Context: an optimization exercise on an open-source flow, tuned for small area, a short achievable clock period and few clock cycles. The choices shown serve that exercise and are no tape-out recipe.
The RTL was checked by simulation tests, not by an equivalence proof against the original design.
No activity file was given, so power comes from the tool's default toggle rates.

==> run F: inputs <==
// inst_cache
module inst_cache #(
  parameter int unsigned INC_BITS = 6
) (
  input  logic        clk,
  input  logic        rst,
  input  logic [15:0] instAddr,
  output logic        hit,
  output logic [15:0] instruction,
  output logic        memReq,
  output logic [15:0] memAddr,
  input  logic [15:0] memData,
  input  logic        memReady
);
==> module inst_cache, before the edit <==
module inst_cache #(
  parameter int unsigned INC_BITS = 6
) (
  input  logic        clk,
  input  logic        rst,
  input  logic [15:0] instAddr,
  output logic        hit,
  output logic [15:0] instruction,
  output logic        memReq,
  output logic [15:0] memAddr,
  input  logic [15:0] memData,
  input  logic        memReady
);
  logic        act_q;       
  logic [15:0] memAddr_q;
  logic [15:0] same;        
  logic [3:0]  nibNe;       
  logic        notReady;    
  logic        loHit, hiSame;
  ic_xnor16 u_same (.a(memAddr_q), .b(instAddr), .y(same));
  ic_nand4  u_ne0  (.a(same[3:0]),   .y(nibNe[0]));
  ic_nand4  u_ne1  (.a(same[7:4]),   .y(nibNe[1]));
  ic_nand4  u_ne2  (.a(same[11:8]),  .y(nibNe[2]));
  ic_nand4  u_ne3  (.a(same[15:12]), .y(nibNe[3]));
  ic_nand2  u_nrdy (.a(act_q), .b(memReady), .y(notReady));
  ic_nor3   u_lo   (.a(nibNe[0]), .b(nibNe[1]), .c(notReady), .y(loHit));
  ic_nor2   u_hi   (.a(nibNe[2]), .b(nibNe[3]), .y(hiSame));
  ic_and2   u_hit  (.a(loHit), .b(hiSame), .y(hit));
  assign instruction = memData;
  assign memReq      = act_q;
  assign memAddr     = memAddr_q;
  always_ff @(posedge clk or posedge rst) begin
    if (rst) act_q <= 1'b0;
    else     act_q <= 1'b1;
  end
  always_ff @(posedge clk) begin
    memAddr_q <= {instAddr[15:INC_BITS], instAddr[INC_BITS-1:0] + INC_BITS'(hit)};
  end
endmodule
==> module ic_xnor16, before the edit <==
module ic_xnor16 (
  input  logic [15:0] a,
  input  logic [15:0] b,
  output logic [15:0] y
);
  assign y = ~(a ^ b);
endmodule
==> module ic_nand4, before the edit <==
module ic_nand4 (
  input  logic [3:0] a,
  output logic       y
);
  assign y = ~&a;
endmodule
==> module ic_nand2, before the edit <==
module ic_nand2 (
  input  logic a,
  input  logic b,
  output logic y
);
  assign y = ~(a & b);
endmodule
==> module ic_nor3, before the edit <==
module ic_nor3 (
  input  logic a,
  input  logic b,
  input  logic c,
  output logic y
);
  assign y = ~(a | b | c);
endmodule
==> module ic_nor2, before the edit <==
module ic_nor2 (
  input  logic a,
  input  logic b,
  output logic y
);
  assign y = ~(a | b);
endmodule
==> module ic_and2, before the edit <==
module ic_and2 (
  input  logic a,
  input  logic b,
  output logic y
);
  assign y = a & b;
endmodule
Settings: LEC_CHECK=0, CAP_MARGIN=20, CORE_AREA=3 3 87 87, CTS_BUF_LIST=sky130_fd_sc_hd__clkbuf_4, DIE_AREA=0 0 90 90, SETUP_SLACK_MARGIN=2.0, SLEW_MARGIN=20, SYNTH_HIERARCHICAL=1, SYNTH_MINIMUM_KEEP_SIZE=0; clock period 5.5 ns.
standard.sh (not shown) runs the stock make flow with config.mk's settings and CLKGATE_MAP_FILE= SYNTH_SCRIPT=/design/flow/synth_recipe.tcl, a recipe that flattens the netlist after the stock synthesis.
==> flow/flow/run.sh <==
#!/bin/bash
# Standard ORFS layout, with the port buffers inserted as the smallest plain
# buffer (sky130_fd_sc_hd__buf_1) so the resizer can size them like any other
# buffer.  make's full output goes to flow_make.log; ORFS's per-step logs stay
# under orfs/logs.
set -euo pipefail
bash standard.sh "BUFFER_PORTS_ARGS=-buffer_cell sky130_fd_sc_hd__buf_1" finish > flow_make.log 2>&1
==> run D: changes against run F <==
==> flow/design.v (replaced) <==
module inst_cache #(
  parameter int unsigned INC_BITS = 6
) (
  input  logic        clk,
  input  logic        rst,
  input  logic [15:0] instAddr,
  output logic        hit,
  output logic [15:0] instruction,
  output logic        memReq,
  output logic [15:0] memAddr,
  input  logic [15:0] memData,
  input  logic        memReady
);
  logic        act_q;       
  logic [15:0] memAddr_q;
  assign hit         = act_q && memReady && (memAddr_q == instAddr);
  assign instruction = memData;
  assign memReq      = act_q;
  assign memAddr     = memAddr_q;
  always_ff @(posedge clk or posedge rst) begin
    if (rst) act_q <= 1'b0;
    else     act_q <= 1'b1;
  end
  always_ff @(posedge clk) begin
    memAddr_q <= {instAddr[15:INC_BITS], instAddr[INC_BITS-1:0] + INC_BITS'(hit)};
  end
endmodule
==> flow/flow/run.sh (replaced) <==
#!/bin/bash
# Standard ORFS layout, with the port buffers inserted as the smallest plain
# buffer (sky130_fd_sc_hd__buf_1) so the resizer can size them like any other
# buffer.  make's full output goes to flow_make.log.
set -euo pipefail
bash standard.sh "BUFFER_PORTS_ARGS=-buffer_cell sky130_fd_sc_hd__buf_1" finish > flow_make.log 2>&1
--- a/flow/config.mk
+++ b/flow/config.mk
@@ -8,8 +8,5 @@
 export CAP_MARGIN = 20
 export CORE_AREA = 3 3 87 87
-export CTS_BUF_LIST = sky130_fd_sc_hd__clkbuf_4
 export DIE_AREA = 0 0 90 90
-export SETUP_SLACK_MARGIN = 2.0
+export SETUP_SLACK_MARGIN = 2.5
 export SLEW_MARGIN = 20
-export SYNTH_HIERARCHICAL = 1
-export SYNTH_MINIMUM_KEEP_SIZE = 0
==> run P: changes against run F <==
==> flow/flow/run.sh (replaced) <==
#!/bin/bash
# Standard ORFS layout, with the port buffers inserted as the smallest plain
# buffer (sky130_fd_sc_hd__buf_1) so the resizer can size them like any other
# buffer.  make's full output goes to flow_make.log.
set -euo pipefail
bash standard.sh "BUFFER_PORTS_ARGS=-buffer_cell sky130_fd_sc_hd__buf_1" finish > flow_make.log 2>&1
--- a/flow/config.mk
+++ b/flow/config.mk
@@ -8,7 +8,6 @@
 export CAP_MARGIN = 20
 export CORE_AREA = 3 3 87 87
-export CTS_BUF_LIST = sky130_fd_sc_hd__clkbuf_4
 export DIE_AREA = 0 0 90 90
-export SETUP_SLACK_MARGIN = 2.0
+export SETUP_SLACK_MARGIN = 3
 export SLEW_MARGIN = 20
 export SYNTH_HIERARCHICAL = 1
==> notes <==
Core utilization, highest first: run D, run P, run F.
Sequential cell count is the same in run F and run P.
Routed wire length: run D > run P > run F.
The highest power belongs to run D, the lowest to run F.
Count of clock-buffer cells in the layout: run D is lower than run P (1).
Sequential power is about the same in run P and run D.
Testbench counts of run F, summed over its fixed seeds: cycles 33,817.
Testbench counts of run D, summed over its fixed seeds: cycles 33,817.
Testbench counts of run P, summed over its fixed seeds: cycles 33,817.

## re-timing with driven ports
The flow's constraints put no driver on any port. The routed layouts listed below were extracted and timed again, unchanged, in two steps.
Step 1 assumes that a clkbuf_16 drives the clock port and a buf_2 every other input.
Step 2 moves the port delays by t, midway between the first and last clock arrival at a register: inputs arrive t later, outputs are due t later. That takes back most of the time a late clock gives input paths.
Slacks: ideal ports / drivers / drivers and shift; pairs: ideal ports / drivers.
run | t, ns | slack for setup (ns) | latest minus earliest clock arrival (ns)
run F | 0.307 | 2.238 / 2.213 / 2.213 | 0.002 / 0.002
run D | 0.275 | 1.986 / 1.952 / 1.952 | 0.004 / 0.003
run P | 0.269 | 2.496 / 2.457 / 2.457 | 0.003 / 0.004
After both steps every run listed still meets setup and hold. The setup slack of run P, which loses most, moves by -0.039 ns with the drivers and by -0.039 ns with both steps.
